From an optimization exercise on the open Yosys and OpenROAD flow, aimed at small area; shortcuts taken in it are not production practice.
Function was checked by simulation only, so behaviour that the tests miss may differ from the original.

==> flow/design.v (outline; a module is shown in full before it is edited, if it fits) <==
// module complex_butterfly_bfp: 3705 lines
// module bsum: 30 lines
// module bfa: 4 lines
// module bha: 4 lines
module complex_butterfly_bfp #(
  parameter int IWL1    = 16,
  parameter int IWL2    = 16,
  parameter int OWL     = 16,
  parameter int LATENCY = 4,
  parameter int EXPW    = 5
) (
  input  logic            clk,
  input  logic            rst,
  input  logic            strb_in,
  input  logic [1:0]      mode,
  input  logic [IWL1-1:0] din1_re,
  input  logic [IWL1-1:0] din1_im,
  input  logic [IWL2-1:0] din2_re,
  input  logic [IWL2-1:0] din2_im,
  input  logic [IWL1-1:0] din3_re,
  input  logic [IWL1-1:0] din3_im,
  input  logic            stage_clr,
  input  logic            frame_start,
  output logic [OWL-1:0]  dout1_re,
  output logic [OWL-1:0]  dout1_im,
  output logic [OWL-1:0]  dout2_re,
  output logic [OWL-1:0]  dout2_im,
  output logic            strb_out,
  output logic            sat_out,
  output logic            grow,
  output logic [EXPW-1:0] blk_exp,
  output logic            busy,
  output logic            clr_err
);
  // ...
==> flow/flow/run.sh <==
#!/bin/bash
# The standard ORFS layout (the standard.sh) with two changes:
#  - the ports are buffered with the platform's smallest buffer (buf_1) instead of the
#    delay buffer that buffer_ports picks by default;
#  - clock tree synthesis clusters the flip-flops into larger groups driven by clkbuf_8
#    and inserts no dummy loads.
set -euo pipefail
export BUFFER_PORTS_ARGS="-buffer_cell sky130_fd_sc_hd__buf_1"
export CTS_ARGS="-sink_clustering_enable -repair_clock_nets -dont_use_dummy_load -sink_clustering_size 20 -sink_clustering_max_diameter 50 -buf_list sky130_fd_sc_hd__clkbuf_8"
bash standard.sh > standard_flow.log 2>&1
==> flow/standard.sh <==
#!/bin/bash
# synth_recipe.tcl (not shown) runs the flow's synth.tcl, then flattens the netlist and writes it again
# the make line also repeats each setting of config.mk as NAME=value (left out here)
make -C /OpenROAD-flow-scripts/flow DESIGN_CONFIG=/design/flow/config.mk WORK_HOME=/design/flow/orfs CLKGATE_MAP_FILE= SYNTH_SCRIPT=/design/flow/synth_recipe.tcl "${@:-finish}"
==> flow/config.mk <==
export PLATFORM = sky130hd
export DESIGN_NAME = complex_butterfly_bfp
export DESIGN_NICKNAME = complex_butterfly_bfp
export VERILOG_FILES = /design/flow/design.v
export SDC_FILE = /design/flow/constraint.sdc
export NUM_CORES = 4
export LEC_CHECK = 0
export ABC_AREA = 1
export CAP_MARGIN = 20
export CORE_MARGIN = 2
export CORE_UTILIZATION = 40
export SLEW_MARGIN = 20
export SYNTH_HIERARCHICAL = 1
export SYNTH_MINIMUM_KEEP_SIZE = 0
==> flow/constraint.sdc <==
create_clock -name core_clock -period 11.0 [get_ports {clk}]
set_input_delay 2.2000 -clock core_clock [delete_from_list [all_inputs] [get_ports {clk}]]
set_output_delay 2.2000 -clock core_clock [all_outputs]
set_load 0.01 [all_outputs]
==> impl_metrics.csv, run 1 <==
group,metric,value,unit
run_status,status,"finished clean",
placement,place_congestion,1.00,
timing,clock_skew,0.0761,ns
critical_path,crit_type,"reg -> reg",
timing,timing.slew.headroom,24.8,%
critical_path,rr_worst_depth,28,
critical_path,crit_family,"adder cells",
synth,synthXorXnorAreaFrac,14.5,%
worst_hold_path,min_path_cells,0,
synth,async_reset_ff_share,0,%
routing,first_pass_iters,6,
cts,cts_tree,"done",
synth,ys.flop_type,"dfxtp_1",
critical_path,worst-path-stages,28,
cts,cts_made_buffers,27,
synth,synth_top_family_by_area,"adder cells",
timing,worst_pin_slew,1.13,ns
timing,maxSlewViolCount,0,
floorplanning,die_area,0.0823,sq mm
routing,wl_met1,42200,microns
routing,wl_met2,45900,microns
placement,dp_hpwl,76400,microns
routing,drc,0,
placement,placedCellCount,4408,
routing,topRoutingLayerUsed,"met4",
synth,yosys.area_share.simple,10.5,%
synth,yosys_warnings,7,
placement,dp_slack,1.21,ns
routing,wl_per_cell,23.6,microns
==> inputs of run 2 (changes only) <==
--- a/flow/design.v
+++ b/flow/design.v
@@ -30,16 +30,17 @@
 );
   logic        auto_sh, auto_sh_new, clr_acc, grow_hit;
   logic [1:0]  sh_in, sh1;
   logic [3:0]  vld;
   logic [15:0] b_re, b_im, w_re, w_im;
   logic [16:0] q_re_d, q_im_d, q_re, q_im;
   logic [15:0] a_re, a_im;
   logic        ld4, hold4;
+  logic [64:0] w4_d;
   logic [64:0] w2, w3, w3b, w4;
   assign b_re = din1_re;
   assign b_im = din1_im;
   assign w_re = din2_re;
   assign w_im = din2_im;
   logic one1;
   logic two2;
   logic pp3;
@@ -3621,29 +3622,16 @@
   assign sum2051 = s1914 ^ G2006;
   assign sum2052 = s1916 ^ G2034;
   assign sum2053 = s1918 ^ G1994;
   assign sum2054 = s1920 ^ G2036;
   assign sum2055 = s1922 ^ G2008;
   assign sum2056 = s1924 ^ G2038;
   assign q_re_d = {sum1844, sum1843, sum1842, sum1841, sum1840, sum1839, sum1838, sum1837, sum1836, sum1835, sum1834, sum1833, sum1832, sum1831, sum1830, sum1829, sum1828};
   assign q_im_d = {sum2056, sum2055, sum2054, sum2053, sum2052, sum2051, sum2050, sum2049, sum2048, sum2047, sum2046, sum2045, sum2044, sum2043, sum2042, sum2041, sum2040};
-  function automatic logic [16:0] scale_sat(input logic [17:0] s, input logic [1:0] sh);
-    logic ovf;
-    logic [15:0] x;
-    if (sh[1]) begin
-      x = s[17:2]; ovf = 1'b0;
-    end else if (sh[0]) begin
-      x = s[16:1]; ovf = s[17] ^ s[16];
-    end else begin
-      x = s[15:0]; ovf = (s[17] ^ s[16]) | (s[16] ^ s[15]);
-    end
-    if (ovf) scale_sat = {1'b1, s[17], {15{~s[17]}}};
-    else     scale_sat = {1'b0, x};
-  endfunction
   assign clr_acc = stage_clr && !busy;
   always_comb begin
     auto_sh_new = auto_sh;
     if (frame_start)  auto_sh_new = 1'b0;
     else if (clr_acc) auto_sh_new = grow;
     sh_in = (mode == 2'd3) ? {1'b0, auto_sh_new} : mode;
   end
   always_ff @(posedge clk) begin
@@ -3655,31 +3643,34 @@
   end
   logic [17:0] s1r, s1i, s2r, s2i;
   logic [16:0] f1r, f1i, f2r, f2i;
   logic        r0, r1;
   assign r0 = sh1 == 2'd1;
   assign r1 = sh1 == 2'd2;
   bsum u_sum_re (.a(a_re), .q(q_re), .r0(r0), .r1(r1), .s1(s1r), .s2(s2r));
   bsum u_sum_im (.a(a_im), .q(q_im), .r0(r0), .r1(r1), .s1(s1i), .s2(s2i));
+  bscale u_sc1r (.s(s1r), .sh(sh1), .f(f1r));
+  bscale u_sc1i (.s(s1i), .sh(sh1), .f(f1i));
+  bscale u_sc2r (.s(s2r), .sh(sh1), .f(f2r));
+  bscale u_sc2i (.s(s2i), .sh(sh1), .f(f2i));
   always_comb begin
-    f1r = scale_sat(s1r, sh1);
-    f1i = scale_sat(s1i, sh1);
-    f2r = scale_sat(s2r, sh1);
-    f2i = scale_sat(s2i, sh1);
     w2  = {f1r[16] | f1i[16] | f2r[16] | f2i[16], f1r[15:0], f1i[15:0], f2r[15:0], f2i[15:0]};
   end
   always_ff @(posedge clk) begin
     w3  <= w2;
     w3b <= w3;
   end
   assign ld4   = vld[2] & ~rst;
   assign hold4 = ~vld[2] & ~rst;
+  for (genvar k = 0; k < 65; k++) begin : g_hold
+    bao22 u_ao (.a0(ld4), .a1(w3b[k]), .b0(hold4), .b1(w4[k]), .y(w4_d[k]));
+  end
   always_ff @(posedge clk) begin
-    w4 <= ({65{ld4}} & w3b) | ({65{hold4}} & w4);
+    w4 <= w4_d;
   end
   always_ff @(posedge clk) begin
     if (rst) vld <= '0;
     else     vld <= {vld[2:0], strb_in};
   end
   assign {sat_out, dout1_re, dout1_im, dout2_re, dout2_im} = w4;
   assign strb_out = vld[3];
   assign busy     = |vld;
@@ -3728,16 +3719,48 @@
   assign c2[1] = ap[0] | nq[0];
   for (genvar k = 1; k < 17; k++) begin : g_add
     bfa u_fa1 (.a(ap[k]), .b(qx[k]), .c(c1[k]), .s(s1[k]), .co(c1[k+1]));
     bfa u_fa2 (.a(ap[k]), .b(nq[k]), .c(c2[k]), .s(s2[k]), .co(c2[k+1]));
   end
   assign s1[17] = ap[16] ^ qx[17] ^ c1[17];
   assign s2[17] = ap[16] ^ nq[17] ^ c2[17];
 endmodule
+module bscale (
+  input  logic [17:0] s,
+  input  logic [1:0]  sh,
+  output logic [16:0] f
+);
+  logic ovf, sel0, sel1, sel2, spos, sneg;
+  logic [15:0] ones;
+  assign ovf  = (~sh[1] & (s[17] ^ s[16])) | (~sh[1] & ~sh[0] & (s[16] ^ s[15]));
+  assign sel0 = ~sh[1] & ~sh[0] & ~ovf;
+  assign sel1 = ~sh[1] &  sh[0] & ~ovf;
+  assign sel2 =  sh[1];
+  assign spos = ovf & ~s[17];
+  assign sneg = ovf &  s[17];
+  assign ones = {sneg, {15{spos}}};
+  for (genvar k = 0; k < 16; k++) begin : g_bit
+    bsel3 u_sel (.e0(sel0), .x0(s[k]), .e1(sel1), .x1(s[k+1]), .e2(sel2), .x2(s[k+2]),
+                 .one(ones[k]), .y(f[k]));
+  end
+  assign f[16] = ovf;
+endmodule
+module bsel3 (
+  input  logic e0, x0, e1, x1, e2, x2, one,
+  output logic y
+);
+  assign y = (e0 & x0) | (e1 & x1) | (e2 & x2) | one;
+endmodule
+module bao22 (
+  input  logic a0, a1, b0, b1,
+  output logic y
+);
+  assign y = (a0 & a1) | (b0 & b1);
+endmodule
 module bfa (input logic a, input logic b, input logic c, output logic s, output logic co);
   assign s  = a ^ b ^ c;
   assign co = (a & b) | (a & c) | (b & c);
 endmodule
 module bha (input logic a, input logic b, output logic s, output logic co);
   assign s  = a ^ b;
   assign co = a & b;
 endmodule
==> flow/flow/run.sh (replaced) <==
#!/bin/bash
# The standard ORFS layout (standard.sh) with these changes:
#  - synthesis is the standard flow's own script, except that ABC maps with an area-oriented script
#    (flow/abc_area.script, hooked in by flow/abc_override.tcl);
#  - the ports are buffered with the platform's smallest buffer (buf_1) instead of the
#    delay buffer that buffer_ports picks by default;
#  - clock tree synthesis clusters the flip-flops into larger groups driven by clkbuf_8
#    and inserts no dummy loads.
set -euo pipefail
W=$(pwd)
export BUFFER_PORTS_ARGS="-buffer_cell sky130_fd_sc_hd__buf_1"
export CTS_ARGS="-sink_clustering_enable -repair_clock_nets -dont_use_dummy_load -sink_clustering_size 20 -sink_clustering_max_diameter 50 -buf_list sky130_fd_sc_hd__clkbuf_8"
export MY_ABC_SCRIPT=$W/flow/abc_area.script
{ head -n 1 synth_recipe.tcl; cat flow/abc_override.tcl; tail -n +2 synth_recipe.tcl; } > area_synth.tcl
sed "s#SYNTH_SCRIPT=[^ ]*#SYNTH_SCRIPT=$W/area_synth.tcl#" standard.sh > area_synth.sh
bash area_synth.sh synth > synth_flow.log 2>&1
bash standard.sh > standard_flow.log 2>&1
==> flow/flow/abc_area.script (new file) <==
strash
dch -f
map -a
mfs2
strash
dch -f
map -a
topo
stime -c
==> flow/flow/abc_override.tcl (new file) <==
# Inserted into the standard flow's synthesis script (synth_recipe.tcl) after its first line: the final ABC
# technology mapping runs flow/abc_area.script (area-oriented mapping) instead of ORFS's
# script. Everything else, including the flip-flop mapping, stays as in the standard flow's synthesis.
rename synth ::synth_recipe
proc synth {args} {
  ::synth_recipe {*}$args
  if { [info commands ::orig_abc] eq "" } {
    rename ::abc ::orig_abc
    proc ::abc {args} {
      set i [lsearch -exact $args -script]
      if { $i >= 0 } {
        set args [lreplace $args $i [expr {$i + 1}] -script $::env(MY_ABC_SCRIPT)]
      }
      puts "abc with flow/abc_area.script: $args"
      ::orig_abc {*}$args
    }
  }
}
==> run 2 against run 1 <==
Net effect:
- first-iteration DRC count is 5.9% higher
- sequential cell count stayed put
- sequential share of layout area is 0.41 points higher
- critical path type unchanged
- maximum frequency is 0.67% lower
- non-clock buffer count is 2 higher
- global-route usage is 1.1 points higher
- synthesized cell count is 15% lower
==> impl_metrics.csv, run 2 <==
group,metric,value,unit
critical_path,critPathArrivalTime,10.36,ns
final_layout,n_fill_cell,7116,
grt,grt_start_max_net_pins,77,
timing,worst_pin_slew,1.12,ns
run_status,status,"finished clean",
final_layout,final_cell_mix,"fa_1, o22ai_1, xor2_1",
synth,synthTopCellsByCount,"fa_1, o22ai_1, xor2_1, dfxtp_1, clkinv_1",
worst_hold_path,hold_class,"reg -> reg",
job,maxCapViolations,0,
timing,finalHoldViolCount,0,
timing,fin_crit,9.87,ns
cts,path_clk_slew,0.11,ns
floorplanning,core-area,0.0741,sq mm
final_layout,drive_above_1_share,7.64,%
routing,avgViaCountPerCell,5.99,
floorplanning,start_util,40.3,%
critical_path,critPathRequiredTime,11.49,ns
routing,drt_iter0_drc,2637,
timing,clock_skew,0.0825,ns
placement,dp_hpwl,75500,microns
grt,grt_usage,26.3,%
synth,synth_cells,2876,
critical_path,crit_family,"adder cells",
floorplanning,io_pins,177,
critical_path,cp_common_cell,"fa_1",
cts,cts_hold_buf,0,
routing,finalWirelength,102000,microns
floorplanning,die_h,277,microns
final_layout,fin_cells,4152,
cts,cts_resized,0,
cts,clk_latency,0.57,ns
placement,portBuffers,176,
critical_path,critPathBufInv,1,
final_layout,fin_nets,3944,
final_layout,final_common_cell,"fa_1",
floorplanning,fp.dieW,277,microns
synth,synth_top_cell_by_area,"fa_1",
timing,timing.slew.headroom,25.3,%
critical_path,path_max_fanout,16,
synth,yosysMostFrequentCell,"fa_1",
routing,first_pass_iters,6,
final_layout,largestRegisters,"w3 (65), w3b (65), w4 (65)",
grt,grt_pass1_wl,156000,microns
synth,yosys_warnings,7,
placement,place_congestion,1.01,
timing,maxSlewViolCount,0,
timing,setup_violations,0,
timing,rsz0062_at_grt,"no",
synth,yosysSeqAreaShare,18.5,%
synth,synth-seq-cells,275,
cts,cts_sinks,275,
grt,grt_pass1_vias,25700,
timing,period_share,89.7,%
critical_path,crit_path_end_kind,"flip-flop",
floorplanning,rows,100,
timing,fin_setup_tns,0,ns
routing,drc,0,
cts,cts_made_buffers,26,
synth,synth_nets,3637,
routing,ant_nets,0,
critical_path,crit_type,"reg -> reg",
synth,synth_edf_count,0,
synth,syn_area_per_cell,10.4,sq um
grt,antenna_found_initial,4,
synth,ys.flop_type,"dfxtp_1",
routing,wl_per_cell,24.5,microns
synth,syn_area,0.0298,sq mm
synth,synth_cell_types,35,
synth,synth_top_cell_area_share,34.8,%
grt,grt_overflow,0,
critical_path,slowest_delay,0.84,ns
cts,ctsRootBufferMaster,"clkbuf_8",
synth,async_reset_ff_share,0,%
critical_path,worst_setup_path_start_kind,"flip-flop",
synth,ys_top_cells_by_area,"fa_1, dfxtp_1, xor2_1",
critical_path,cp_slowest_cell,"nor3b_2",
routing,vias,24900,
timing,fmax,101,MHz
placement,placedCellCount,4123,
cts,post-cts-setup-buffer-count,0,
cts,cts_tree,"done",
final_layout,area_growth,10.6,%
cts,htree_num_levels,1,
floorplanning,die_area,0.0767,sq mm
cts,cts.path.max_buffers,3,
-- run 2: kinds of logic (layout without fill, tap and decap cells) --
kind of cell	after synthesis	in the layout	share of synthesized area, %
AO/OA/AOI/OAI	865	865	18.7
XOR/XNOR	495	495	14.5
adder cells (fa/ha/maj)	658	658	40.7
buffers and inverters	214	519	2.77
flip-flops	275	275	18.5
other	0	2	0
AND/OR/NAND/NOR	369	369	4.91
-- run 2: per-module statistics from Yosys (local to each module, per instance) --
| module | times used | cells | flip-flops and latches | cell area, sq um |
|---|---|---|---|---|
| complex_butterfly_bfp | 1 | 1891 | 275 | 15900 |
| bsum | 2 | 27 | 0 | 154 |
| bscale | 4 | 13 | 0 | 67.6 |
| bfa | 518 | 1 | 0 | 20.0 |
| bsel3 | 64 | 3 | 0 | 16.3 |
| bha | 104 | 1 | 0 | 12.5 |
| bao22 | 65 | 1 | 0 | 10.0 |
-- run 2: final timing paths --
path	end	slack [ns]	depth (start not counted)	startpoint
setup / recovery	w3[0]	1.13	27	sh1[0]
hold / removal	w3b[35]	0.28	0	w3[35]
setup reg to reg	w3[0]	1.13	27	sh1[0]
hold reg to reg	w3b[35]	0.28	0	w3[35]
-- run 2: final cells by class --
class	instances	area [sq um]	area share (%)
multi-input cells	2387	23600	71.6
flip-flops and latches	275	5510	16.7
repair buffers	286	1520	4.60
well taps	969	1210	3.68
inverters	207	777	2.36
clock buffers	26	358	1.09
diodes	2	5.00	0.0152
-- run 2: per-layer routing --
metal | vias up | wire [microns] | track usage [%]
li1 | 10800 | - | -
met1 | 12200 | 41200 | 35.0
met2 | 1497 | 44900 | 40.7
met3 | 296 | 10600 | 6.33
met4 | 4 | 4960 | 11.7
met5 | - | 26 | 0
-- run 2: metrics by stage --
step           setup slack [ns]  hold slack (ns)  utilization, %  cell area [sq um]
2_1_floorplan             0.312            0.310               -              29800
4_1_cts                   0.987            0.286            44.5              32900
3_5_place_dp               1.04            0.312            44.0              32600
6_report                   1.13            0.284            44.5              33000
5_1_grt                   0.531            0.288            44.5              33000
3_3_place_gp               1.10            0.310            44.0              32600
==> inputs of run 3 (changes only) <==
--- a/flow/config.mk
+++ b/flow/config.mk
@@ -8,6 +8,6 @@
 export ABC_AREA = 1
-export CAP_MARGIN = 20
+export CAP_MARGIN = 0
 export CORE_MARGIN = 2
 export CORE_UTILIZATION = 40
-export SLEW_MARGIN = 20
+export SLEW_MARGIN = 0
 export SYNTH_HIERARCHICAL = 1
==> run 3 against run 2 <==
Net effect:
- non-clock buffer count fell by 1
- clock-buffer cell count did not move
- critical endpoint is now w3[53]
- highest routed layer unchanged
- cell count barely moved
- sequential share of layout area barely moved
- first-iteration DRC count fell by 9.4%
- critical path type unchanged
- hold slack got worse by 0.00093 ns
- area after synthesis did not move
==> impl_metrics.csv, run 3 <==
group,metric,value,unit
timing,clock_skew,0.0830,ns
final_layout,final_cell_mix,"fa_1, o22ai_1, xor2_1",
final_layout,regArea,0.00551,sq mm
grt,grt_start_max_net_pins,77,
final_layout,multiInputGateArea,0.0236,sq mm
timing,maxSlewViolCount,0,
synth,synth-seq-cells,275,
floorplanning,fp.dieW,277,microns
synth,syn_area,0.0298,sq mm
cts,ctsRootBufferMaster,"clkbuf_8",
worst_hold_path,min_path_cells,0,
routing,avgViaCountPerCell,5.98,
synth,ys.flop_type,"dfxtp_1",
floorplanning,start_util,40.3,%
critical_path,path_max_fanout,15,
worst_hold_path,hold_class,"reg -> reg",
floorplanning,rows,100,
critical_path,reg2reg_slack,1.05,ns
synth,synth_top_cell_area_share,34.8,%
routing,first_pass_iters,8,
floorplanning,core-area,0.0741,sq mm
final_layout,n_fill_cell,7115,
worst_hold_path,hold_path_end,"w3b[35]",
synth,yosysMostFrequentCell,"fa_1",
worst_hold_path,min_from,"w3[35]",
cts,htree_num_levels,1,
run_status,status,"finished clean",
synth,synth_top_cell_by_area,"fa_1",
cts,cts_sinks,275,
synth,yosysSeqAreaShare,18.5,%
critical_path,worst_setup_path_start_kind,"flip-flop",
final_layout,fin_nets,3943,
routing,vias,24800,
final_layout,area_growth,10.5,%
cts,clk_latency,0.57,ns
floorplanning,die_area,0.0767,sq mm
timing,rsz0062_at_grt,"no",
grt,grt_pass1_vias,25700,
timing,setup_violations,0,
routing,drc,0,
synth,synth_cells,2876,
synth,yosys_warnings,7,
critical_path,reg2reg_from,"sh1[0]",
timing,fin_crit,9.95,ns
critical_path,cp_common_cell,"fa_1",
timing,worst_pin_slew,1.19,ns
timing,period_share,90.5,%
routing,wl_per_cell,24.5,microns
grt,grt_pass1_wl,156000,microns
critical_path,crit_path_end_kind,"flip-flop",
final_layout,drive_above_1_share,7.55,%
cts,cts.path.max_buffers,3,
final_layout,largestRegisters,"w3 (65), w3b (65), w4 (65)",
synth,synth_edf_count,0,
synth,async_reset_ff_share,0,%
synth,ys_top_cells_by_area,"fa_1, dfxtp_1, xor2_1",
grt,grt_overflow,0,
grt,grt_usage,26.3,%
critical_path,crit_type,"reg -> reg",
cts,cts_resized,0,
timing,fin_setup_tns,0,ns
critical_path,cp_slowest_cell,"nor2_1",
synth,synth_nets,3637,
placement,place_congestion,1.01,
critical_path,critPathArrivalTime,10.44,ns
job,maxCapViolations,0,
timing,finalHoldWorstSlack,0.283,ns
synth,syn_area_per_cell,10.4,sq um
critical_path,critPathRequiredTime,11.48,ns
final_layout,final_area,0.0329,sq mm
final_layout,final_common_cell,"fa_1",
cts,path_clk_slew,0.11,ns
synth,synthTopCellsByCount,"fa_1, o22ai_1, xor2_1, dfxtp_1, clkinv_1",
synth,synth_cell_types,35,
routing,ant_nets,0,
cts,cts_tree,"done",
critical_path,crit_family,"adder cells",
routing,drt_iter0_drc,2390,
critical_path,slowest_delay,0.89,ns
critical_path,worstReg2RegEnd,"w3[53]",
critical_path,critPathBufInv,2,
cts,post-cts-setup-buffer-count,0,
placement,dp_hpwl,75500,microns
floorplanning,die_h,277,microns
placement,portBuffers,176,
floorplanning,io_pins,177,
routing,finalWirelength,102000,microns
timing,timing.slew.headroom,20.5,%
placement,placed_cell_area,0.0326,sq mm
critical_path,rr_worst_depth,28,
timing,finalHoldViolCount,0,
final_layout,fin_util,44.5,%
timing,fmax,100,MHz
cts,cts_made_buffers,26,
cts,cts_hold_buf,0,
grt,antenna_found_initial,4,
[run 3: per-module statistics from Yosys, one instance, submodules excluded]
module / area [sq um] / cells inside / flip-flops and latches
complex_butterfly_bfp: 15900 / 1891 / 275
bsum: 154 / 27 / 0
bscale: 67.6 / 13 / 0
bfa: 20.0 / 1 / 0
bsel3: 16.3 / 3 / 0
bha: 12.5 / 1 / 0
bao22: 10.0 / 1 / 0
[run 3: layout make-up]
type	instances	share of cell area (%)
antenna	2	0.0152
tap	969	3.68
timing repair buffer	285	4.52
inverter	207	2.36
clock buffer	26	1.09
sequential	275	16.7
multi-input combinational	2387	71.6
[run 3: through the flow]
stage	setup slack (ns)	cells
2_1_floorplan	0.312	2876
3_3_place_gp	1.10	4123
3_5_place_dp	1.04	4123
4_1_cts	0.987	4149
5_1_grt	0.421	4151
6_report	1.05	4151
[run 3: per-layer routing]
metal,up-vias,track usage [%],wire [microns],part of all wire (%)
met5,-,0,27,0.027
met2,1447,40.7,44800,44
met4,4,11.7,4910,4.8
met3,295,6.33,10500,10
li1,10900,-,-,-
met1,12200,35.0,41600,41
[run 3: worst reg2reg max path: cells and delay by family (launching register included)]
kind / cells / cell delay [ns]
xor+xnor: 1 / 0.36
fa+ha+maj: 18 / 6.79
simple gates: 4 / 1.27
buf+inv: 2 / 0.25
flops: 1 / 0.62
compound gates: 3 / 0.56
[run 3: worst max-delay path by stage]
stage | start | endpoint | depth (start not counted) | slack (ns)
4_1_cts | sh1[0] | w3[53] | 27 | 0.99
5_1_grt | sh1[0] | w3[48] | 27 | 0.42
6_report | sh1[0] | w3[53] | 28 | 1.05
3_3_place_gp | sh1[0] | w3[53] | 27 | 1.10
3_5_place_dp | sh1[0] | w3[53] | 27 | 1.04
2_1_floorplan | sh1[1] | w3[32] | 26 | 0.31
[run 3: cell families (layout without fill, tap and decap cells)]
logic type      Yosys count  in the layout  share of synthesized area (%)
compound gates          865            865                           18.7
fa+ha+maj               658            658                           40.7
xor+xnor                495            495                           14.5
simple gates            369            369                           4.91
flops                   275            275                           18.5
buf+inv                 214            518                           2.77
other cells               0              2                              0
==> inputs of run 4 (changes only) <==
--- a/flow/config.mk
+++ b/flow/config.mk
@@ -10,3 +10,3 @@
 export CORE_MARGIN = 2
-export CORE_UTILIZATION = 40
+export CORE_UTILIZATION = 60
 export SLEW_MARGIN = 0
==> run 4 against run 3 <==
Net effect:
- critical path depth down 1
- still clean on timing, DRC and antenna
- register-to-register slack barely moved
- routed wire length grew 0.79%
- highest routed layer unchanged
==> impl_metrics.csv, run 4 <==
group,metric,value,unit
final_layout,drive_above_1_share,7.16,%
grt,grt_start_max_net_pins,77,
critical_path,path_max_fanout,16,
routing,drt_iter0_drc,2932,
critical_path,critPathArrivalTime,10.38,ns
placement,placed_cell_area,0.0322,sq mm
cts,cts_made_buffers,18,
final_layout,regArea,0.00551,sq mm
final_layout,final_area,0.0324,sq mm
job,maxCapViolations,0,
grt,grt_pass1_vias,26200,
floorplanning,io_pins,177,
routing,avgViaCountPerCell,6.72,
placement,place_congestion,1.04,
floorplanning,fp.dieW,227,microns
final_layout,final_common_cell,"fa_1",
critical_path,crit_path_end_kind,"flip-flop",
cts,htree_num_levels,1,
critical_path,cp_common_cell,"fa_1",
cts,ctsRootBufferMaster,"clkbuf_8",
grt,use_met2,61.9,%
timing,fin_crit,9.94,ns
placement,dp_hpwl,76300,microns
synth,synth_nets,3637,
worst_hold_path,hold_class,"reg -> reg",
synth,synth_cell_types,35,
grt,antenna_found_initial,5,
cts,path_clk_slew,0.11,ns
synth,async_reset_ff_share,0,%
final_layout,final_cell_mix,"fa_1, o22ai_1, xor2_1",
synth,synth_cells,2876,
cts,cts_tree,"done",
synth,synthTopCellsByCount,"fa_1, o22ai_1, xor2_1, dfxtp_1, clkinv_1",
placement,portBuffers,176,
cts,cts_sinks,275,
timing,fin_setup_tns,0,ns
grt,grt_usage,40.1,%
routing,first_pass_iters,7,
cts,cts_resized,0,
critical_path,critPathRequiredTime,11.44,ns
critical_path,critPathBufInv,1,
synth,ys_top_cells_by_area,"fa_1, dfxtp_1, xor2_1",
cts,cts_hold_buf,0,
timing,fmax,101,MHz
timing,setup_violations,0,
final_layout,fin_nets,3934,
synth,syn_area,0.0298,sq mm
cts,post-cts-setup-buffer-count,0,
final_layout,n_fill_cell,4041,
cts,cts.path.max_buffers,3,
grt,grt-busiest-layer,"met2",
run_status,status,"finished clean",
timing,maxSlewViolCount,0,
floorplanning,die_h,227,microns
cts,clk_latency,0.54,ns
timing,timing.slew.headroom,18.5,%
floorplanning,start_util,60.9,%
grt,grt_pass1_wl,155000,microns
synth,syn_area_per_cell,10.4,sq um
routing,finalWirelength,103000,microns
critical_path,crit_family,"adder cells",
synth,synth_top_cell_area_share,34.8,%
final_layout,area_growth,8.84,%
floorplanning,die_area,0.0515,sq mm
routing,vias,25800,
floorplanning,core-area,0.0490,sq mm
synth,synth-seq-cells,275,
routing,drc,0,
critical_path,cp_slowest_cell,"nor2_1",
floorplanning,rows,81,
timing,clock_skew,0.0473,ns
timing,finalHoldViolCount,0,
routing,wl_per_cell,26.7,microns
grt,use_met3,11.6,%
synth,ys.flop_type,"dfxtp_1",
final_layout,multiInputGateArea,0.0236,sq mm
critical_path,worst_setup_path_start_kind,"flip-flop",
synth,synth_top_cell_by_area,"fa_1",
routing,ant_nets,0,
critical_path,crit_type,"reg -> reg",
timing,rsz0062_at_grt,"no",
final_layout,largestRegisters,"w3 (65), w3b (65), w4 (65)",
synth,yosysSeqAreaShare,18.5,%
synth,synth_edf_count,0,
timing,period_share,90.4,%
placement,dp_slack,1.09,ns
synth,yosysMostFrequentCell,"fa_1",
timing,fin_ws,1.06,ns
critical_path,slowest_delay,0.85,ns
synth,yosys_warnings,7,
grt,met1_usage,50.3,%
timing,worst_pin_slew,1.22,ns
grt,grt_overflow,0,
run 4: cell counts after synthesis:
No cell type changed its count.
run 4: worst paths after layout:
check	start	to	slack (ns)	depth (start not counted)
setup / recovery	sh1[0]	w3[40]	1.06	27
hold / removal	w3[59]	w3b[59]	0.28	0
setup reg to reg	sh1[0]	w3[40]	1.06	27
hold reg to reg	w3[59]	w3b[59]	0.28	0
run 4: cell type report:
type / instances / share of cell area (%)
clock buffers: 18 / 0.763
well taps: 664 / 2.56
inverters: 207 / 2.39
repair buffers: 284 / 4.60
flip-flops and latches: 275 / 17.0
multi-input cells: 2387 / 72.7
diodes: 4 / 0.0308
run 4: per-layer routing:
metal  part of all wire, %  routed length [microns]
met2                    44                    45300
met1                    36                    37000
met3                    13                    13400
met4                   6.7                     6840
met5                 0.013                       13
run 4: through the flow:
step | hold WS, ns | instances | utilization [%]
floorplan | 0.310 | 2876 | -
global placement | 0.310 | 3817 | 65.8
detailed placement | 0.312 | 3817 | 65.8
CTS | 0.286 | 3835 | 66.3
global route | 0.278 | 3837 | 66.3
finish | 0.283 | 3839 | 66.3
run 4: logic make-up after synthesis:
logic type	share of synthesized area (%)
buffers and inverters	2.77
flip-flops	18.5
AO/OA/AOI/OAI	18.7
adder cells (fa/ha/maj)	40.7
XOR/XNOR	14.5
AND/OR/NAND/NOR	4.91
run 4: Yosys stat by module (local to each module, per instance):
module                 area, sq um  cells
bsel3                         16.3      3
bscale                        67.6     13
bfa                           20.0      1
complex_butterfly_bfp        15900   1891
bha                           12.5      1
bsum                           154     27
bao22                         10.0      1
==> inputs of run 5 (changes only) <==
==> flow/flow/abc_area.script (replaced) <==
strash
dc2
dch -f
amap
==> run 5 against run 4 <==
Net effect:
- still clean
- die area fell by 0.99%
- first-iteration DRC count is 15% higher
- area after synthesis is 1.0% lower
- via count grew 11%
- sequential share of layout area barely moved
==> impl_metrics.csv, run 5 <==
group,metric,value,unit
synth,yosysMostFrequentCell,"nand2_1",
synth,synth_cell_types,35,
routing,drc,0,
grt,grt_pass1_wl,161000,microns
floorplanning,rows,81,
timing,finalHoldWorstSlack,0.240,ns
synth,ys_top_cells_by_area,"fa_1, dfxtp_1, o22ai_1",
routing,wl_per_cell,24.9,microns
synth,yosys_warnings,7,
synth,yosysSeqAreaShare,18.7,%
critical_path,slowest_delay,0.90,ns
timing,fin_setup_tns,0,ns
job,maxCapViolations,0,
synth,synth_cells,3233,
cts,path_clk_slew,0.11,ns
run_status,status,"finished clean",
placement,place_congestion,0.998,
final_layout,fin_util,66.4,%
critical_path,reg2reg_from,"sh1[1]",
timing,timing.slew.headroom,21.8,%
timing,maxSlewViolCount,0,
routing,vias,28700,
cts,cts_sinks,275,
critical_path,crit_type,"reg -> reg",
critical_path,worst_setup_path_start_kind,"flip-flop",
cts,cts_tree,"done",
critical_path,worstReg2RegEnd,"w3[17]",
final_layout,fin_cells,4217,
critical_path,critPathArrivalTime,11.15,ns
synth,synthTopCellsByCount,"nand2_1, o21ai_0, fa_1, o22ai_1, dfxtp_1",
cts,clk_latency,0.60,ns
synth,async_reset_ff_share,0,%
grt,grt_overflow,0,
routing,wl_met1,38900,microns
critical_path,critPathRequiredTime,11.49,ns
timing,clock_skew,0.126,ns
cts,ctsRootBufferMaster,"clkbuf_8",
timing,worst_pin_slew,1.17,ns
timing,setup_violations,0,
worst_hold_path,min_path_cells,0,
cts,cts_made_buffers,23,
critical_path,critPathBufInv,0,
worst_hold_path,hold_class,"reg -> reg",
cts,cts_hold_buf,0,
worst_hold_path,hold_path_end,"w3b[28]",
critical_path,cp_slowest_cell,"nor2_1",
floorplanning,core-area,0.0487,sq mm
critical_path,crit_family,"adder cells",
synth,synth_top_cell_area_share,35.1,%
routing,first_pass_iters,8,
critical_path,worstSetupStartpoint,"sh1[1]",
routing,wl_met2,45500,microns
floorplanning,die_area,0.0510,sq mm
synth,synth_nets,3994,
synth,syn_area,0.0295,sq mm
timing,fmax,93.8,MHz
synth,synth_edf_count,0,
grt,antenna_found_initial,5,
timing,period_share,96.9,%
worst_hold_path,min_from,"w3[28]",
critical_path,crit_path_end_kind,"flip-flop",
floorplanning,die_h,226,microns
final_layout,fin_nets,4310,
critical_path,path_max_fanout,22,
routing,avgViaCountPerCell,6.80,
critical_path,rr_worst_depth,27,
synth,synth-seq-cells,275,
routing,ant_nets,0,
placement,portBuffers,176,
timing,fin_crit,10.66,ns
routing,drt_iter0_drc,3383,
floorplanning,fp.dieW,226,microns
floorplanning,start_util,60.5,%
cts,cts.path.max_buffers,3,
grt,grt_start_max_net_pins,68,
grt,grt_pass1_vias,28300,
synth,syn_area_per_cell,9.13,sq um
final_layout,area_growth,9.72,%
cts,htree_num_levels,1,
synth,ys.flop_type,"dfxtp_1",
final_layout,drive_above_1_share,4.96,%
final_layout,final_common_cell,"nand2_1",
timing,finalHoldViolCount,0,
placement,dp_hpwl,76900,microns
critical_path,reg2reg_slack,0.34,ns
critical_path,cp_common_cell,"fa_1",
routing,routed-wl-met3,15000,microns
placement,placedCellCount,4187,
grt,grt_usage,41.7,%
routing,topRoutingLayerUsed,"met4",
synth,synth_top_cell_by_area,"fa_1",
routing,finalWirelength,105000,microns
final_layout,final_cell_mix,"nand2_1, o21ai_0, fa_1",
floorplanning,io_pins,177,
final_layout,largestRegisters,"w3 (65), w3b (65), w4 (65)",
[run 5: changes by cell type after synthesis, moves of 43 or more]
cell      before  now
o21ai_0       40  551
xor2_1       475    0
nand2_1      189  559
clkinv_1     207  129
a22o_1         0   66
a22o_2        65    0
a21oi_1      155  103
o32ai_1        0   43
[run 5: cells by family after synthesis]
group / after synthesis / share of synthesized area (%)
DFF: 275 / 18.7
AOI/OAI and AO/OA: 1356 / 27.6
buffers and inverters: 136 / 1.81
adders and majority gates: 658 / 41.1
and+or+nand+nor: 808 / 10.9
[run 5: metrics by stage]
stage / setup slack [ns] / instance area [sq um]
2_1_floorplan: 0.230 / 29500
3_3_place_gp: 0.900 / 32000
3_5_place_dp: 0.604 / 32000
4_1_cts: 0.453 / 32300
5_1_grt: -0.00153 / 32400
6_report: 0.343 / 32400
[run 5: per-layer routing]
metal,up-vias,track usage [%]
met1,13600,54.4
met5,-,0
met4,0,20.7
li1,12600,-
met2,2076,62.4
met3,401,13.7
[run 5: worst max-delay path by stage]
stage	end	slack [ns]	cells past startpoint
floorplan	w3[32]	0.23	27
global placement	w3[61]	0.90	27
detailed placement	w3[25]	0.60	27
CTS	w3[28]	0.45	27
global route	w3[26]	-0.002	27
finish	w3[17]	0.34	27
[run 5: cell type report]
class                   count  area [sq um]
repair buffers            298          1600
flip-flops and latches    275          5510
fillers                  4074         16400
diodes                      6          15.0
clock buffers              23           317
well taps                 664           831
inverters                 129           484
multi-input cells        2822         23600
[run 5: repair_timing]
item | 4_1_cts | 5_1_grt
setup buffers | 0 | 1
hold endpoints to repair | 0 | 0
endpoints found under the setup margin | 0 | 32
resized for setup | 0 | 3
[run 5: per-module statistics from Yosys (local to each module, per instance)]
module,flops+latches,cell area (sq um)
bha,0,12.5
bsum,0,154
complex_butterfly_bfp,275,15700
bao22,0,8.76
bfa,0,20.0
bsel3,0,16.3
bscale,0,65.1
==> inputs of run 6 (changes only) <==
--- a/flow/config.mk
+++ b/flow/config.mk
@@ -11,2 +11,3 @@
 export CORE_UTILIZATION = 60
+export GPL_TIMING_DRIVEN = 0
 export SLEW_MARGIN = 0
==> run 6 against run 5 <==
Net effect:
- the layout now fails its checks (capacitance limit, slew limit)
- maximum frequency up 0.98%
- sequential cell count unchanged
- register-to-register slack improved by 0.10 ns
- via count decreased by 0.92%
- hold slack improved by 0.011 ns
- sequential share of layout area is 0.18 points lower
- die area did not move
- critical endpoint is now w3[64]
- highest routed layer is now met5
- area after synthesis unchanged
- clock skew shrank 0.042 ns
- largest cell class unchanged
==> impl_metrics.csv, run 6 <==
group,metric,value,unit
floorplanning,start_util,60.5,%
synth,synth_top_cell_area_share,35.1,%
floorplanning,die_h,226,microns
critical_path,critPathArrivalTime,11.02,ns
final_layout,fin_nets,4241,
cts,cts.path.max_buffers,3,
timing,fin_setup_tns,0,ns
routing,ant_nets,0,
final_layout,fin_cells,4149,
synth,synth_edf_count,0,
final_layout,final_area,0.0327,sq mm
synth,ys_top_cells_by_area,"fa_1, dfxtp_1, o22ai_1",
placement,placed_cell_area,0.0322,sq mm
synth,yosysSeqAreaShare,18.7,%
critical_path,cp_common_cell,"fa_1",
synth,synth_top_cell_by_area,"fa_1",
timing,fmax,94.8,MHz
cts,cts_made_buffers,24,
final_layout,drive_above_1_share,3.80,%
placement,portBuffers,176,
critical_path,crit_path_end_kind,"flip-flop",
cts,cts_tree,"done",
floorplanning,fp.dieW,226,microns
grt,grt_pass1_vias,28800,
timing,worst_pin_slew,1.50,ns
final_layout,final_common_cell,"nand2_1",
routing,drt_iter0_drc,2851,
synth,synth_cells,3233,
grt,grt_usage,39.6,%
job,maxCapViolations,3,
timing,finalHoldViolCount,0,
synth,yosys_warnings,7,
routing,wl_per_cell,24.1,microns
grt,antenna_found_initial,8,
cts,cts_hold_buf,0,
run_status,failed_checks,"capacitance limit, slew limit",
synth,synth_nets,3994,
synth,async_reset_ff_share,0,%
synth,synth-seq-cells,275,
cts,ctsRootBufferMaster,"clkbuf_8",
critical_path,path_max_fanout,42,
routing,drc,0,
placement,placedCellCount,4111,
final_layout,area_growth,11.0,%
placement,dp_hpwl,70300,microns
synth,yosysMostFrequentCell,"nand2_1",
grt,grt_pass1_wl,157000,microns
final_layout,largestRegisters,"w3 (65), w3b (65), w4 (65)",
timing,rsz0062_at_grt,"no",
timing,clock_skew,0.0837,ns
grt,grt_start_max_net_pins,83,
floorplanning,core-area,0.0487,sq mm
floorplanning,die_area,0.0510,sq mm
critical_path,crit_family,"adder cells",
critical_path,slowest_delay,0.75,ns
routing,vias,28400,
critical_path,crit_type,"reg -> reg",
timing,setup_violations,0,
synth,ys.flop_type,"dfxtp_1",
synth,syn_area,0.0295,sq mm
final_layout,final_cell_mix,"nand2_1, o21ai_0, fa_1",
cts,htree_num_levels,1,
cts,cts_sinks,275,
cts,clk_latency,0.60,ns
routing,avgViaCountPerCell,6.84,
routing,first_pass_iters,10,
worst_hold_path,hold_class,"reg -> reg",
placement,place_congestion,0.923,
cts,path_clk_slew,0.11,ns
timing,maxSlewViolCount,1,
routing,finalWirelength,99800,microns
timing,period_share,95.9,%
final_layout,n_fill_cell,3964,
floorplanning,io_pins,177,
floorplanning,rows,81,
critical_path,critPathBufInv,2,
timing,fin_crit,10.55,ns
synth,syn_area_per_cell,9.13,sq um
synth,synthTopCellsByCount,"nand2_1, o21ai_0, fa_1, o22ai_1, dfxtp_1",
synth,synth_cell_types,35,
critical_path,cp_slowest_cell,"dfxtp_4",
critical_path,worst_setup_path_start_kind,"flip-flop",
timing,timing.slew.headroom,-0.510,%
run_status,status,"complete, but fails checks",
grt,grt_overflow,0,
critical_path,critPathRequiredTime,11.47,ns
run 6: modules after synthesis (local to each module, per instance):
| module | cells inside | area [sq um] | copies in the design |
|---|---|---|---|
| bscale | 12 | 65.1 | 4 |
| bsel3 | 3 | 16.3 | 64 |
| bsum | 31 | 154 | 2 |
| complex_butterfly_bfp | 2244 | 15700 | 1 |
| bfa | 1 | 20.0 | 518 |
| bha | 1 | 12.5 | 104 |
| bao22 | 1 | 8.76 | 65 |
run 6: worst register-to-register path: stages, from the launching register on:
cell	delay [ns]
dfxtp_4	0.75
nor2b_1	0.20
ha_1	0.22
or2_1	0.39
ha_1	0.41
fa_1	0.45
fa_1	0.41
fa_1	0.40
fa_1	0.41
fa_1	0.41
fa_1	0.42
fa_1	0.41
fa_1	0.40
fa_1	0.40
fa_1	0.40
fa_1	0.42
fa_1	0.41
fa_1	0.42
fa_1	0.41
fa_1	0.43
fa_1	0.41
o21ai_0	0.52
a211oi_1	0.21
a31oi_1	0.34
clkinv_1	0.17
buf_4	0.16
or4_1	0.50
run 6: cell families after synthesis:
kind of cell,share of synthesized area (%)
flops,18.7
fa+ha+maj,41.1
buf+inv,1.81
simple gates,10.9
compound gates,27.6
run 6: stage by stage:
stage | hold WS, ns | setup WS (ns) | util [%]
2_1_floorplan | 0.310 | 0.230 | -
3_3_place_gp | 0.310 | -3.41 | 63.6
3_5_place_dp | 0.312 | -1.48 | 66.0
4_1_cts | 0.253 | 0.0325 | 66.7
5_1_grt | 0.258 | 0.0344 | 67.2
6_report | 0.250 | 0.446 | 67.2
run 6: metal layers:
layer	wire length, microns	global-route usage [%]	vias up
met5	31	0	-
met4	4000	17.0	6
met3	13600	11.9	354
met2	45200	62.0	2060
met1	37000	51.3	13500
li1	-	-	12400
run 6: cell type report:
cell class | count | area, sq um | area share [%]
Buffer | 7 | 48.8 | 0.149
Inverter | 129 | 533 | 1.63
Antenna cell | 7 | 17.5 | 0.0535
Timing Repair Buffer | 221 | 1750 | 5.35
Multi-Input combinational cell | 2822 | 23700 | 72.4
Tap cell | 664 | 831 | 2.54
Sequential cell | 275 | 5510 | 16.8
Clock buffer | 24 | 330 | 1.01
run 6: final timing paths:
path	from	to	cells past startpoint	slack [ns]
setup / recovery	sh1[1]	w3[64]	26	0.45
hold reg to reg	w3[63]	w3b[63]	0	0.25
setup reg to reg	sh1[1]	w3[64]	26	0.45
hold / removal	w3[63]	w3b[63]	0	0.25
run 6: timing repair:
item | 4_1_cts | 5_1_grt
setup buffers | 0 | 1
resized for setup | 8 | 16
setup endpoints to repair | 18 | 76
==> inputs of run 7 (changes only) <==
--- a/flow/flow/run.sh
+++ b/flow/flow/run.sh
@@ -11,3 +11,3 @@
 export BUFFER_PORTS_ARGS="-buffer_cell sky130_fd_sc_hd__buf_1"
-export CTS_ARGS="-sink_clustering_enable -repair_clock_nets -dont_use_dummy_load -sink_clustering_size 20 -sink_clustering_max_diameter 50 -buf_list sky130_fd_sc_hd__clkbuf_8"
+export CTS_ARGS="-sink_clustering_enable -repair_clock_nets -dont_use_dummy_load -sink_clustering_size 12 -sink_clustering_max_diameter 40 -buf_list sky130_fd_sc_hd__clkbuf_4"
 export MY_ABC_SCRIPT=$W/flow/abc_area.script
==> flow/flow/abc_area.script (replaced) <==
strash
dch -f
map -a
mfs2
strash
dch -f
map -a
topo
stime -c
--- a/flow/config.mk
+++ b/flow/config.mk
@@ -11,3 +11,2 @@
 export CORE_UTILIZATION = 60
-export GPL_TIMING_DRIVEN = 0
 export SLEW_MARGIN = 0
==> run 7 against run 6 <==
Net effect:
- the run now finishes clean
- die area grew 1.0%
- maximum frequency grew 5.8%
- hold slack better by 0.028 ns
- design area down 1.0%
- cell count down 7.2%
- non-clock buffer count up 56
==> impl_metrics.csv, run 7 <==
group,metric,value,unit
critical_path,crit_type,"reg -> reg",
final_layout,final_cell_mix,"fa_1, o22ai_1, xor2_1",
routing,vias,25800,
floorplanning,start_util,60.9,%
critical_path,crit_path_end_kind,"flip-flop",
grt,grt_pass1_vias,26400,
timing,period_share,90.7,%
placement,placedCellCount,3817,
routing,wl_per_cell,26.7,microns
final_layout,final_common_cell,"fa_1",
timing,setup_violations,0,
final_layout,area_growth,8.71,%
floorplanning,die_h,227,microns
job,maxCapViolations,0,
timing,maxSlewViolCount,0,
worst_hold_path,hold_path_end,"w3b[59]",
critical_path,reg2reg_slack,1.02,ns
grt,antenna_found_initial,5,
critical_path,worst_setup_path_start_kind,"flip-flop",
floorplanning,rows,81,
synth,synth-seq-cells,275,
timing,fmax,100,MHz
synth,syn_area_per_cell,10.4,sq um
cts,path_clk_slew,0.11,ns
synth,ys_top_cells_by_area,"fa_1, dfxtp_1, xor2_1",
worst_hold_path,hold_class,"reg -> reg",
timing,timing.slew.headroom,20.2,%
cts,clk_latency,0.68,ns
floorplanning,core-area,0.0490,sq mm
synth,async_reset_ff_share,0,%
worst_hold_path,min_path_cells,0,
critical_path,critPathRequiredTime,11.57,ns
final_layout,fin_cells,3849,
floorplanning,die_area,0.0515,sq mm
critical_path,path_max_fanout,16,
final_layout,largestRegisters,"w3 (65), w3b (65), w4 (65)",
cts,cts_made_buffers,28,
placement,dp_slack,1.09,ns
synth,synth_nets,3637,
timing,worst_pin_slew,1.19,ns
routing,drt_iter0_drc,2913,
worst_hold_path,min_from,"w3[59]",
synth,yosysMostFrequentCell,"fa_1",
synth,ys.flop_type,"dfxtp_1",
routing,drc,0,
critical_path,reg2reg_from,"sh1[0]",
critical_path,worstReg2RegEnd,"w3[39]",
routing,avgViaCountPerCell,6.70,
critical_path,cp_common_cell,"fa_1",
routing,first_pass_iters,10,
final_layout,n_fill_cell,4049,
critical_path,cp_slowest_cell,"nor2_1",
floorplanning,io_pins,177,
synth,yosysSeqAreaShare,18.5,%
final_layout,fin_nets,3944,
timing,clock_skew,0.0523,ns
critical_path,rr_worst_depth,27,
floorplanning,fp.dieW,227,microns
final_layout,drive_above_1_share,7.45,%
synth,synth_top_cell_by_area,"fa_1",
cts,cts_hold_buf,0,
routing,finalWirelength,103000,microns
timing,fin_setup_tns,0,ns
timing,fin_crit,9.98,ns
cts,cts_sinks,275,
synth,synth_top_cell_area_share,34.8,%
cts,ctsRootBufferMaster,"clkbuf_4",
cts,post-cts-setup-buffer-count,0,
routing,ant_nets,0,
grt,grt_overflow,0,
placement,place_congestion,1.04,
placement,portBuffers,176,
run_status,status,"finished clean",
timing,finalHoldViolCount,0,
cts,cts_tree,"done",
synth,synthTopCellsByCount,"fa_1, o22ai_1, xor2_1, dfxtp_1, clkinv_1",
cts,cts_resized,0,
synth,synth_edf_count,0,
synth,syn_area,0.0298,sq mm
cts,cts.path.max_buffers,3,
critical_path,critPathArrivalTime,10.54,ns
grt,grt_start_max_net_pins,77,
placement,dp_hpwl,76300,microns
grt,grt_usage,40.2,%
grt,grt_pass1_wl,155000,microns
timing,fin_ws,1.02,ns
synth,synth_cell_types,35,
synth,yosys_warnings,7,
critical_path,worstSetupStartpoint,"sh1[0]",
synth,synth_cells,2876,
critical_path,slowest_delay,0.86,ns
timing,rsz0062_at_grt,"no",
cts,htree_num_levels,1,
[run 7: cell count changes after synthesis, sizes merged, moves of 39 or more]
cell / previous run / this run
o32ai: 43 / 0
clkinv: 129 / 207
o21ai: 551 / 40
a21oi: 103 / 155
nand2: 559 / 189
xor2: 0 / 475
o22ai: 457 / 496
[run 7: worst max path at each step]
stage / cells past startpoint / slack (ns) / endpoint
after global routing: 27 / 0.56 / w3[40]
after CTS: 27 / 1.04 / w3[40]
after detailed placement: 27 / 1.09 / w3[60]
final: 27 / 1.02 / w3[39]
after floorplan: 26 / 0.31 / w3[32]
after global placement: 27 / 1.23 / w3[58]
[run 7: cell families (layout without fill, tap and decap cells)]
family                   count (synthesis)  after routing  share of synthesized area (%)
AO/OA/AOI/OAI                          865            865                           18.7
adder cells (fa/ha/maj)                658            658                           40.7
XOR/XNOR                               495            495                           14.5
AND/OR/NAND/NOR                        369            369                           4.91
flip-flops                             275            275                           18.5
buffers and inverters                  214            519                           2.77
other                                    0              4                              0
[run 7: cell type report]
type / instances / area, sq um / share of cell area, %
Clock buffer: 28 / 210 / 0.649
Tap cell: 664 / 831 / 2.56
Inverter: 207 / 777 / 2.40
Timing Repair Buffer: 284 / 1490 / 4.61
Sequential cell: 275 / 5510 / 17.0
Multi-Input combinational cell: 2387 / 23600 / 72.8
Antenna cell: 4 / 10.0 / 0.0309
[run 7: per-module statistics from Yosys (local to each module, per instance)]
module | cells inside | area, sq um | copies in the design | flip-flops and latches
bha | 1 | 12.5 | 104 | 0
bscale | 13 | 67.6 | 4 | 0
bao22 | 1 | 10.0 | 65 | 0
bsel3 | 3 | 16.3 | 64 | 0
complex_butterfly_bfp | 1891 | 15900 | 1 | 275
bsum | 27 | 154 | 2 | 0
bfa | 1 | 20.0 | 518 | 0
[run 7: layer usage]
metal	vias to the layer above	share of wire, %	GRT usage [%]
met5	-	0.013	0
met4	2	6.6	23.7
met3	498	13	11.9
met2	2015	44	62.2
met1	12400	36	50.2
li1	10900	-	-
[run 7: stage by stage]
step | hold WS, ns | cell area [sq um] | util, %
6_report | 0.278 | 32400 | 66.2
5_1_grt | 0.275 | 32400 | 66.2
4_1_cts | 0.291 | 32400 | 66.2
3_5_place_dp | 0.312 | 32200 | 65.8
3_3_place_gp | 0.310 | 32200 | 65.8
2_1_floorplan | 0.310 | 29800 | -
[run 7: worst max-delay path: cells and delay by family, from the launching register on]
kind / cells / cell delay [ns]
adder cells (fa/ha/maj): 18 / 6.91
AND/OR/NAND/NOR: 4 / 1.34
buffers and inverters: 1 / 0.12
AO/OA/AOI/OAI: 3 / 0.56
flip-flops: 1 / 0.58
XOR/XNOR: 1 / 0.38
==> inputs of run 8 (changes only) <==
--- a/flow/flow/run.sh
+++ b/flow/flow/run.sh
@@ -11,3 +11,3 @@
 export BUFFER_PORTS_ARGS="-buffer_cell sky130_fd_sc_hd__buf_1"
-export CTS_ARGS="-sink_clustering_enable -repair_clock_nets -dont_use_dummy_load -sink_clustering_size 12 -sink_clustering_max_diameter 40 -buf_list sky130_fd_sc_hd__clkbuf_4"
+export CTS_ARGS="-sink_clustering_enable -repair_clock_nets -dont_use_dummy_load -sink_clustering_size 10 -sink_clustering_max_diameter 30 -buf_list sky130_fd_sc_hd__clkbuf_4"
 export MY_ABC_SCRIPT=$W/flow/abc_area.script
==> run 8 against run 7 <==
Net effect:
- design area grew 0.21%
- clock skew increased by 0.025 ns
- critical endpoint is now w3[45]
- cell count increased by 0.23%
- maximum frequency is 0.43% lower
- synthesized cell count unchanged
- utilization grew 0.14 points
- routed wire length is 0.15% lower
- sequential share of layout area about the same
==> impl_metrics.csv, run 8 <==
group,metric,value,unit
run_status,status,"finished clean",
routing,ant_nets,0,
synth,synth_top_cell_by_area,"fa_1",
grt,grt_pass1_wl,155000,microns
floorplanning,start_util,60.9,%
grt,grt_usage,40.3,%
routing,avgViaCountPerCell,6.70,
critical_path,worst_setup_path_start_kind,"flip-flop",
floorplanning,core-area,0.0490,sq mm
routing,finalWirelength,103000,microns
job,maxCapViolations,0,
routing,wl_per_cell,26.6,microns
cts,cts_made_buffers,37,
critical_path,worstSetupStartpoint,"sh1[0]",
critical_path,reg2reg_from,"sh1[0]",
synth,synth_nets,3637,
final_layout,largestRegisters,"w3 (65), w3b (65), w4 (65)",
timing,maxSlewViolCount,0,
final_layout,final_common_cell,"fa_1",
placement,portBuffers,176,
critical_path,path_max_fanout,16,
placement,dp_slack,1.09,ns
worst_hold_path,min_path_cells,0,
synth,syn_area,0.0298,sq mm
grt,antenna_found_initial,5,
placement,dp_hpwl,76300,microns
floorplanning,fp.dieW,227,microns
cts,post-cts-setup-buffer-count,0,
critical_path,crit_path_end_kind,"flip-flop",
timing,fin_crit,10.02,ns
final_layout,fin_util,66.3,%
placement,placed_cell_area,0.0322,sq mm
synth,syn_area_per_cell,10.4,sq um
worst_hold_path,hold_class,"reg -> reg",
timing,fin_ws,0.981,ns
timing,finalHoldViolCount,0,
final_layout,area_growth,8.94,%
critical_path,rr_worst_depth,27,
floorplanning,rows,81,
cts,cts_hold_buf,0,
cts,htree_num_levels,2,
floorplanning,io_pins,177,
synth,yosysSeqAreaShare,18.5,%
grt,grt_start_max_net_pins,77,
critical_path,crit_type,"reg -> reg",
synth,synth_cell_types,35,
routing,drc,0,
cts,cts_tree,"done",
timing,period_share,91.1,%
final_layout,final_cell_mix,"fa_1, o22ai_1, xor2_1",
synth,synth_top_cell_area_share,34.8,%
timing,fmax,99.8,MHz
timing,rsz0062_at_grt,"no",
routing,drt_iter0_drc,2935,
critical_path,critPathArrivalTime,10.52,ns
synth,yosys_warnings,7,
timing,worst_pin_slew,1.15,ns
final_layout,n_fill_cell,4065,
routing,first_pass_iters,6,
timing,clock_skew,0.0769,ns
final_layout,final_area,0.0325,sq mm
synth,synthTopCellsByCount,"fa_1, o22ai_1, xor2_1, dfxtp_1, clkinv_1",
routing,vias,25800,
grt,grt_overflow,0,
timing,setup_violations,0,
floorplanning,die_area,0.0515,sq mm
synth,async_reset_ff_share,0,%
cts,clk_latency,0.64,ns
cts,ctsRootBufferMaster,"clkbuf_4",
placement,place_congestion,1.04,
cts,path_clk_slew,0.10,ns
worst_hold_path,min_from,"w3[45]",
synth,ys.flop_type,"dfxtp_1",
timing,timing.slew.headroom,23.1,%
final_layout,fin_nets,3953,
synth,ys_top_cells_by_area,"fa_1, dfxtp_1, xor2_1",
synth,synth_edf_count,0,
cts,cts.path.max_buffers,3,
grt,grt_pass1_vias,26400,
critical_path,critPathRequiredTime,11.50,ns
synth,synth_cells,2876,
cts,cts_sinks,275,
synth,yosysMostFrequentCell,"fa_1",
final_layout,drive_above_1_share,7.71,%
floorplanning,die_h,227,microns
cts,cts_resized,0,
synth,synth-seq-cells,275,
timing,fin_setup_tns,0,ns
[run 8: cell counts after synthesis]
Identical to the previous run, type by type.
[run 8: routing by layer]
metal / global-route usage, % / vias to the layer above / wire length (microns)
met4: 23.3 / 2 / 6650
li1: - / 10900 / -
met5: 0 / - / 13
met3: 12.4 / 516 / 13300
met2: 62.3 / 1945 / 45600
met1: 50.0 / 12500 / 37100
[run 8: cell families after synthesis]
kind of cell / share of synthesized area [%]
AOI/OAI and AO/OA: 18.7
adders and majority gates: 40.7
xor gates and xnor gates: 14.5
and+or+nand+nor: 4.91
DFF: 18.5
buffers and inverters: 2.77
[run 8: per-stage QoR]
step / hold WS, ns / cells
4_1_cts: 0.237 / 3854
5_1_grt: 0.239 / 3856
6_report: 0.246 / 3858
3_3_place_gp: 0.310 / 3817
3_5_place_dp: 0.312 / 3817
2_1_floorplan: 0.310 / 2876
[run 8: worst max-delay path: stages, from the launching register on]
cell,delay (ns)
dfxtp_1,0.58
clkinv_1,0.12
nor2_1,0.25
ha_1,0.19
or2_2,0.10
ha_1,0.28
fa_1,0.46
fa_1,0.40
fa_1,0.39
fa_1,0.39
fa_1,0.39
fa_1,0.39
fa_1,0.40
fa_1,0.40
fa_1,0.42
fa_1,0.41
fa_1,0.41
fa_1,0.41
fa_1,0.39
fa_1,0.41
fa_1,0.40
fa_1,0.39
xnor2_1,0.37
a21oi_1,0.13
o21a_1,0.26
nor2_1,0.87
a21oi_1,0.17
nand2_1,0.12
[run 8: worst paths after layout]
check,endpoint,slack (ns)
max,w3[45],0.98
min,w3b[45],0.25
max reg2reg,w3[45],0.98
min reg2reg,w3b[45],0.25
[run 8: layout make-up]
type                            count  area (sq um)  share of cell area (%)
Timing Repair Buffer              284          1490                    4.60
Sequential cell                   275          5510                    17.0
Multi-Input combinational cell   2387         23600                    72.6
Antenna cell                        4          10.0                  0.0308
Inverter                          207           777                    2.39
Clock buffer                       37           278                   0.855
Tap cell                          664           831                    2.56
[run 8: modules after synthesis (local to each module, per instance)]
module | area, sq um | flops+latches | copies in the design | cells inside
bscale | 67.6 | 0 | 4 | 13
bha | 12.5 | 0 | 104 | 1
complex_butterfly_bfp | 15900 | 275 | 1 | 1891
bsel3 | 16.3 | 0 | 64 | 3
bsum | 154 | 0 | 2 | 27
bao22 | 10.0 | 0 | 65 | 1
bfa | 20.0 | 0 | 518 | 1

re-timing with driven ports:
The results above use ideal ports. As a check the final layouts listed here were re-extracted and re-timed, cells and wires unchanged. Step 1, drivers: a clkbuf_16 drives clk and a buf_2 each remaining input, both assumed. Step 2 times the ports against the registers' clock, not the clock port: input delays grow and output delays shrink by t, the midpoint of the rising clock arrivals with the driver on. a / b / c = no drivers / after step 1 / after step 2; a / b = the first two.
| run | shift t [ns] | setup WS [ns] | worst data-port slew with drivers (ns) | pins driven straight from the clock port |
|---|---|---|---|---|
| run 1 | 0.600 | 1.197 / 1.197 / 1.197 | 0.12 | 1 |
| run 2 | 0.582 | 1.131 / 1.131 / 1.131 | 0.12 | 1 |
| run 3 | 0.580 | 1.047 / 1.047 / 1.047 | 0.12 | 1 |
| run 4 | 0.561 | 1.056 / 1.056 / 1.012 | 0.13 | 1 |
| run 5 | 0.600 | 0.343 / 0.343 / 0.343 | 0.11 | 1 |
| run 6 | 0.614 | 0.446 / 0.446 / 0.003 | 0.12 | 1 |
| run 7 | 0.696 | 1.024 / 1.024 / 1.009 | 0.13 | 1 |
| run 8 | 0.648 | 0.981 / 0.981 / 0.975 | 0.13 | 1 |
The setup slack of run 6, which loses most, moves by 0.000 ns with the drivers and by -0.443 ns with both steps.
